This is an optimization exercise on Yosys and OpenROAD, whose aim is small area, not a production implementation. At most, simulation tests tie the RTL to the original design; equivalence was not proved. No activity file was given, so power comes from the tool's default toggle rates.

## old
==> flow/design.v <==
package pooling_pkg;
  typedef enum logic [2:0] {
    IDLE  = 3'b000,  
    ACC   = 3'b001,  
    FLUSH = 3'b101,  
    ROT   = 3'b010,  
    OUT   = 3'b100   
  } state_t;
endpackage
module pool_divider (
  input  logic       clk,
  input  logic [4:0] len,       
  input  logic [4:0] j,         
  input  logic       div_a,     
  input  logic       tap_a,     
  output logic       out_a,     
  output logic       inc_b      
);
  logic [3:0] rem_q, rem_in, rem_d;
  logic [4:0] t, p_q;
  logic [5:0] diff;
  logic       qa, q19_q;
  always_comb begin
    rem_in = (j == 5'd0) ? 4'd0 : rem_q;
    t      = {rem_in, tap_a};
    diff   = {1'b0, t} - {1'b0, len};
    qa     = !diff[5];
    rem_d  = qa ? diff[3:0] : t[3:0];
    out_a  = div_a ? qa : tap_a;
    inc_b  = !q19_q && (rem_q != 4'd0) && (j >= p_q);
  end
  always_ff @(posedge clk) begin
    if (div_a) begin
      rem_q <= rem_d;
      if (j == 5'd4) q19_q <= qa;
      if (!qa) p_q <= j;
    end
  end
endmodule
module pool_fa (
  input  logic a, b, c,
  output logic s, co
);
  assign s  = a ^ b ^ c;
  assign co = (a & b) | (c & (a ^ b));
endmodule
module pool_ha (
  input  logic a, b,
  output logic s, co
);
  assign s  = a ^ b;
  assign co = a & b;
endmodule
module pool_aoi222 (
  input  logic a1, b1, a2, b2, a3, b3,
  output logic y
);
  assign y = ~((a1 & b1) | (a2 & b2) | (a3 & b3));
endmodule
module pool_oai21 (
  input  logic a1, a2, b1,
  output logic y
);
  assign y = ~((a1 | a2) & b1);
endmodule
module pool_nand2 (
  input  logic a, b,
  output logic y
);
  assign y = ~(a & b);
endmodule
module pool_inv (
  input  logic a,
  output logic y
);
  assign y = ~a;
endmodule
module pool_and2 (
  input  logic a, b,
  output logic y
);
  assign y = a & b;
endmodule
module pool_nor2 (
  input  logic a, b,
  output logic y
);
  assign y = ~(a | b);
endmodule
module pool_xor2 (
  input  logic a, b,
  output logic y
);
  assign y = a ^ b;
endmodule
module pooling_unit #(
  parameter  int IL       = 4,
  parameter  int FL       = 16,
  parameter  int CHANNELS = 4,
  parameter  int MAX_LEN  = 16,
  localparam int LEN_W    = $clog2(MAX_LEN + 1),
  localparam int DW       = IL + FL
) (
  input  logic                   clk,
  input  logic                   rst,
  input  logic                   start,
  input  logic                   mode,
  input  logic [LEN_W-1:0]       len_cfg,
  input  logic [CHANNELS*DW-1:0] in_data,
  input  logic                   in_valid,
  output logic                   in_ready,
  output logic [CHANNELS*DW-1:0] out_data,
  output logic                   out_valid,
  input  logic                   out_ready,
  output logic                   busy
);
  localparam int AW = 24;
  localparam int CW = 11;          
  pooling_pkg::state_t state_q;
  logic          mode_q;           
  logic [4:0]    len_q;
  logic [4:0]    j_q;              
  logic [3:0]    k_q;              
  logic [AW-1:0] p_q [4];
  logic [3:0]    c1_q;             
  logic [4:0]    len_c, j_inc;
  logic          beat, first, last_beat, shift, clr, flush, lane_end;
  logic          s_sum_lo, s_sum_hi;
  logic [3:0]    s_u;
  logic          div_a, act_b, out_a, inc_b, tail;
  assign len_c = (len_cfg > 5'd16) ? 5'd16 : len_cfg;
  assign in_ready  = state_q[0] && !state_q[2];
  assign out_valid = state_q[2] && !state_q[0];
  assign busy      = |state_q;
  assign j_inc     = j_q + 5'd1;
  assign beat      = in_ready && in_valid;
  assign first     = (j_q == 5'd0);
  assign last_beat = beat && (j_inc == len_q);
  assign flush     = state_q[2] && state_q[0];
  assign shift     = state_q[1];
  assign clr       = !busy;
  assign lane_end  = (j_q == 5'd23);
  assign s_sum_lo  = beat && !mode_q;
  assign s_sum_hi  = s_sum_lo || flush;
  assign div_a = !mode_q && (k_q[0] == k_q[2]) && !k_q[3];
  assign act_b = k_q[3] || (k_q[0] && !k_q[2]) || (!k_q[0] && k_q[1] && k_q[2]);
  pool_divider u_div (
    .clk   (clk),
    .len   (len_q),
    .j     (j_q),
    .div_a (div_a),
    .tap_a (p_q[2][AW-1]),
    .out_a (out_a),
    .inc_b (inc_b)
  );
  assign tail = p_q[3][AW-1] ^ (act_b && ((mode_q || inc_b) ^ (j_q == 5'd4)));
  for (genvar g = 0; g < 4; g++) begin : g_lane
    localparam int IN_LANE = (g + 1) % 4;
    logic [DW-1:0]    x;           
    logic [DW-1:0]    u;           
    logic [DW:0]      cy;
    logic [AW-1:0]    sum;
    logic [AW-1:DW]   cu;
    logic [AW-1:0]    prev, d, y;
    logic             cl, ch, eq_h, take, ns_u, s_hold_lo, s_hold_hi;
    assign x = in_data[IN_LANE*DW +: DW];
    assign u[CW-1:0] = x[CW-1:0];
    for (genvar b = CW; b < DW - 1; b++) begin : g_gate
      pool_and2 u_and (.a(x[b]), .b(!flush), .y(u[b]));
    end
    pool_nor2 u_nor19 (.a(x[DW-1]), .b(flush), .y(u[DW-1]));
    assign cy[0]  = 1'b0;
    assign cy[CW] = c1_q[g];
    for (genvar b = 0; b < DW; b++) begin : g_add
      if (b == 0) begin : g_ha0
        pool_ha u_ha (.a(p_q[g][b]), .b(u[b]), .s(sum[b]), .co(cy[b+1]));
      end else if (b == CW - 1) begin : g_fa_top
        pool_fa u_fa (.a(p_q[g][b]), .b(u[b]), .c(cy[b]), .s(sum[b]), .co(cl));
      end else begin : g_fa
        pool_fa u_fa (.a(p_q[g][b]), .b(u[b]), .c(cy[b]), .s(sum[b]), .co(cy[b+1]));
      end
    end
    assign ch = cy[DW];
    assign cu[DW] = ch;
    for (genvar b = DW; b < AW - 1; b++) begin : g_inc
      pool_ha u_ha (.a(p_q[g][b]), .b(cu[b]), .s(sum[b]), .co(cu[b+1]));
    end
    pool_xor2 u_x23 (.a(p_q[g][AW-1]), .b(cu[AW-1]), .y(sum[AW-1]));
    assign eq_h = &sum[DW-1:CW];
    assign take = first || ch || (eq_h && cl);
    assign s_u[g]    = beat && mode_q && take;
    assign ns_u      = !s_u[g];
    assign s_hold_lo = !clr && !shift && !s_sum_lo && !s_u[g];
    assign s_hold_hi = !clr && !shift && !s_sum_hi && !s_u[g];
    if (g == 0) begin : g_first
      assign prev = {p_q[g][AW-2:0], tail};
    end else if (g == 3) begin : g_head
      assign prev = {p_q[g][AW-2:0], out_a};
    end else begin : g_mid
      assign prev = {p_q[g][AW-2:0], p_q[g-1][AW-1]};
    end
    for (genvar b = 0; b < AW; b++) begin : g_mux
      if (b < CW) begin : g_lo
        pool_aoi222 u_aoi (.a1(s_hold_lo), .b1(p_q[g][b]), .a2(s_sum_lo), .b2(sum[b]),
                           .a3(shift), .b3(prev[b]), .y(y[b]));
      end else begin : g_hi
        pool_aoi222 u_aoi (.a1(s_hold_hi), .b1(p_q[g][b]), .a2(s_sum_hi), .b2(sum[b]),
                           .a3(shift), .b3(prev[b]), .y(y[b]));
      end
      if (b < DW - 1) begin : g_o
        pool_oai21 u_oai (.a1(ns_u), .a2(x[b]), .b1(y[b]), .y(d[b]));
      end else if (b == DW - 1) begin : g_n
        logic t;
        pool_nand2 u_n0 (.a(s_u[g]), .b(x[b]), .y(t));
        pool_nand2 u_n1 (.a(y[b]), .b(t), .y(d[b]));
      end else begin : g_i
        pool_inv u_i (.a(y[b]), .y(d[b]));
      end
    end
    always_ff @(posedge clk) begin
      p_q[g] <= d;
      if (clr || flush) c1_q[g] <= 1'b0;
      else if (s_sum_lo) c1_q[g] <= cl;
    end
    assign out_data[g*DW +: DW] = p_q[g][DW-1:0];
  end
  always_ff @(posedge clk) begin
    if (rst) begin
      state_q <= pooling_pkg::IDLE;
    end else begin
      case (state_q)
        pooling_pkg::IDLE:  if (start) state_q <= (len_c == 5'd0) ? pooling_pkg::OUT : pooling_pkg::ACC;
        pooling_pkg::ACC:   if (last_beat) state_q <= pooling_pkg::FLUSH;
        pooling_pkg::FLUSH: state_q <= pooling_pkg::ROT;
        pooling_pkg::ROT:   if (lane_end && k_q[3]) state_q <= pooling_pkg::OUT;
        pooling_pkg::OUT:   if (out_ready) state_q <= pooling_pkg::IDLE;
        default:            state_q <= pooling_pkg::IDLE;
      endcase
    end
  end
  always_ff @(posedge clk) begin
    if (clr) begin
      mode_q <= mode;
      len_q  <= len_c;
      j_q    <= 5'd0;
    end else if (beat || shift) begin
      j_q <= (last_beat || lane_end) ? 5'd0 : j_inc;
    end
    if (flush) k_q <= 4'd0;
    else if (lane_end) k_q <= k_q + 4'd1;
  end
endmodule
clock: 6.0 ns
lec_check: 0
cap_margin: 20
core_margin: 2
core_utilization: 40
cts_buf_list: sky130_fd_sc_hd__clkbuf_8
cts_cluster_size: 40
slew_margin: 20
synth_hierarchical: 1
synth_minimum_keep_size: 0
standard.sh (not shown) runs the stock make flow with config.mk's settings and CLKGATE_MAP_FILE= SYNTH_SCRIPT=/design/flow/synth_recipe.tcl, a recipe that flattens the netlist after the stock synthesis.
==> flow/flow/run.sh <==
#!/bin/bash
# Layout flow: the standard ORFS flow (standard.sh, unchanged synthesis
# and steps), with settings of ORFS's own scripts:
#  * the port buffers that global placement inserts are the smallest buffer
#    cell, sky130_fd_sc_hd__buf_1, instead of the default pick (every input
#    and output port still gets its buffer);
#  * clock tree synthesis clusters the flip-flops under small clkbuf_4
#    sink buffers, with a clkbuf_8 root, and adds no dummy loads.
set -o pipefail
export BUFFER_PORTS_ARGS="-buffer_cell sky130_fd_sc_hd__buf_1"
export CTS_ARGS="-sink_clustering_enable -repair_clock_nets -root_buf sky130_fd_sc_hd__clkbuf_8 -buf_list {sky130_fd_sc_hd__clkbuf_4 sky130_fd_sc_hd__clkbuf_8} -sink_clustering_buffer sky130_fd_sc_hd__clkbuf_4 -sink_clustering_size 12 -dont_use_dummy_load"
bash standard.sh > standard.log 2>&1
#### Input delta (new over old)
diff --git a/flow/design.v b/flow/design.v
--- a/flow/design.v
+++ b/flow/design.v
@@ -112,20 +112,22 @@
   output logic [CHANNELS*DW-1:0] out_data,
   output logic                   out_valid,
   input  logic                   out_ready,
   output logic                   busy
 );
   localparam int AW = 24;
-  localparam int CW = 11;          
+  localparam int CW = 7;           
+  localparam int CW2 = 14;
   pooling_pkg::state_t state_q;
   logic          mode_q;           
   logic [4:0]    len_q;
   logic [4:0]    j_q;              
   logic [3:0]    k_q;              
   logic [AW-1:0] p_q [4];
-  logic [3:0]    c1_q;             
+  logic [3:0]    c1_q, c2_q;       
+  logic          fl_q;             
   logic [4:0]    len_c, j_inc;
   logic          beat, first, last_beat, shift, clr, flush, lane_end;
   logic          s_sum_lo, s_sum_hi;
   logic [3:0]    s_u;
   logic          div_a, act_b, out_a, inc_b, tail;
   assign len_c = (len_cfg > 5'd16) ? 5'd16 : len_cfg;
@@ -159,55 +161,63 @@
     logic [DW-1:0]    x;           
     logic [DW-1:0]    u;           
     logic [DW:0]      cy;
     logic [AW-1:0]    sum;
     logic [AW-1:DW]   cu;
     logic [AW-1:0]    prev, d, y;
-    logic             cl, ch, eq_h, take, ns_u, s_hold_lo, s_hold_hi;
+    logic             cl, cm, ch, eq_m, eq_h, take, ns_u, s_hold_lo, s_hold_hi, s_hold_up;
     assign x = in_data[IN_LANE*DW +: DW];
     assign u[CW-1:0] = x[CW-1:0];
     for (genvar b = CW; b < DW - 1; b++) begin : g_gate
       pool_and2 u_and (.a(x[b]), .b(!flush), .y(u[b]));
     end
     pool_nor2 u_nor19 (.a(x[DW-1]), .b(flush), .y(u[DW-1]));
     assign cy[0]  = 1'b0;
-    assign cy[CW] = c1_q[g];
+    assign cy[CW]  = c1_q[g];
+    assign cy[CW2] = c2_q[g];
     for (genvar b = 0; b < DW; b++) begin : g_add
       if (b == 0) begin : g_ha0
         pool_ha u_ha (.a(p_q[g][b]), .b(u[b]), .s(sum[b]), .co(cy[b+1]));
       end else if (b == CW - 1) begin : g_fa_top
         pool_fa u_fa (.a(p_q[g][b]), .b(u[b]), .c(cy[b]), .s(sum[b]), .co(cl));
+      end else if (b == CW2 - 1) begin : g_fa_mid
+        pool_fa u_fa (.a(p_q[g][b]), .b(u[b]), .c(cy[b]), .s(sum[b]), .co(cm));
       end else begin : g_fa
         pool_fa u_fa (.a(p_q[g][b]), .b(u[b]), .c(cy[b]), .s(sum[b]), .co(cy[b+1]));
       end
     end
     assign ch = cy[DW];
     assign cu[DW] = ch;
     for (genvar b = DW; b < AW - 1; b++) begin : g_inc
       pool_ha u_ha (.a(p_q[g][b]), .b(cu[b]), .s(sum[b]), .co(cu[b+1]));
     end
     pool_xor2 u_x23 (.a(p_q[g][AW-1]), .b(cu[AW-1]), .y(sum[AW-1]));
-    assign eq_h = &sum[DW-1:CW];
-    assign take = first || ch || (eq_h && cl);
+    assign eq_m = &sum[CW2-1:CW];
+    assign eq_h = &sum[DW-1:CW2];
+    assign take = first || ch || (eq_h && (cm || (eq_m && cl)));
     assign s_u[g]    = beat && mode_q && take;
     assign ns_u      = !s_u[g];
     assign s_hold_lo = !clr && !shift && !s_sum_lo && !s_u[g];
     assign s_hold_hi = !clr && !shift && !s_sum_hi && !s_u[g];
+    assign s_hold_up = !clr && !shift && !s_sum_hi;
     if (g == 0) begin : g_first
       assign prev = {p_q[g][AW-2:0], tail};
     end else if (g == 3) begin : g_head
       assign prev = {p_q[g][AW-2:0], out_a};
     end else begin : g_mid
       assign prev = {p_q[g][AW-2:0], p_q[g-1][AW-1]};
     end
     for (genvar b = 0; b < AW; b++) begin : g_mux
       if (b < CW) begin : g_lo
         pool_aoi222 u_aoi (.a1(s_hold_lo), .b1(p_q[g][b]), .a2(s_sum_lo), .b2(sum[b]),
                            .a3(shift), .b3(prev[b]), .y(y[b]));
-      end else begin : g_hi
+      end else if (b < DW) begin : g_hi
         pool_aoi222 u_aoi (.a1(s_hold_hi), .b1(p_q[g][b]), .a2(s_sum_hi), .b2(sum[b]),
+                           .a3(shift), .b3(prev[b]), .y(y[b]));
+      end else begin : g_up
+        pool_aoi222 u_aoi (.a1(s_hold_up), .b1(p_q[g][b]), .a2(s_sum_hi), .b2(sum[b]),
                            .a3(shift), .b3(prev[b]), .y(y[b]));
       end
       if (b < DW - 1) begin : g_o
         pool_oai21 u_oai (.a1(ns_u), .a2(x[b]), .b1(y[b]), .y(d[b]));
       end else if (b == DW - 1) begin : g_n
         logic t;
@@ -218,23 +228,25 @@
       end
     end
     always_ff @(posedge clk) begin
       p_q[g] <= d;
       if (clr || flush) c1_q[g] <= 1'b0;
       else if (s_sum_lo) c1_q[g] <= cl;
+      if (clr) c2_q[g] <= 1'b0;
+      else if (s_sum_hi) c2_q[g] <= cm;
     end
     assign out_data[g*DW +: DW] = p_q[g][DW-1:0];
   end
   always_ff @(posedge clk) begin
     if (rst) begin
       state_q <= pooling_pkg::IDLE;
     end else begin
       case (state_q)
         pooling_pkg::IDLE:  if (start) state_q <= (len_c == 5'd0) ? pooling_pkg::OUT : pooling_pkg::ACC;
         pooling_pkg::ACC:   if (last_beat) state_q <= pooling_pkg::FLUSH;
-        pooling_pkg::FLUSH: state_q <= pooling_pkg::ROT;
+        pooling_pkg::FLUSH: if (fl_q) state_q <= pooling_pkg::ROT;
         pooling_pkg::ROT:   if (lane_end && k_q[3]) state_q <= pooling_pkg::OUT;
         pooling_pkg::OUT:   if (out_ready) state_q <= pooling_pkg::IDLE;
         default:            state_q <= pooling_pkg::IDLE;
       endcase
     end
   end
@@ -243,10 +255,11 @@
       mode_q <= mode;
       len_q  <= len_c;
       j_q    <= 5'd0;
     end else if (beat || shift) begin
       j_q <= (last_beat || lane_end) ? 5'd0 : j_inc;
     end
+    fl_q <= flush && !fl_q;
     if (flush) k_q <= 4'd0;
     else if (lane_end) k_q <= k_q + 4'd1;
   end
 endmodule
Results
- old reports its critical path capture point as p_q[2][4]$_DFF_P_ while new reports p_q[2][0]$_DFF_P_.
- Compared with old, in new adder-cell share of the synthesized area dropped 1.0 points, fraction of power consumed by sequential logic dropped 5.9 points, sum of buffers and inverters on the critical path dropped 1, power dissipated in combinational cells climbed about 130%, largest net degree at the start of global routing climbed 24.
No functional check of the RTL was part of old.

what the ideal ports hide:
Ports are ideal in the flow. The routed layouts listed here were re-timed in OpenROAD.
Step 1: set_driving_cell puts a clkbuf_16 on clk and a buf_2 on each other input, an assumption about the parent block.
Step 2 adds t to the input delays and takes it off the output delays; t is the mean of the earliest and latest rising clock arrival at the registers after step 1. Input paths then give back, and output paths get back, about the clock's delay inside the block.
a / b / c = ideal ports / drivers / drivers and shift; a / b = the first two.
run	t (ns)	setup slack, ns	worst setup path after step 2	clock arrival spread, ns
old	0.476	0.205 / 0.193 / -0.283	input to register	0.033 / 0.032
new	0.473	0.391 / 0.409 / -0.064	input to register	0.024 / 0.024
With both steps, setup timing fails in old and new, where it was met with ideal ports. For old, which loses most, drivers alone change the setup slack by -0.012 ns; drivers and shift together by -0.488 ns.
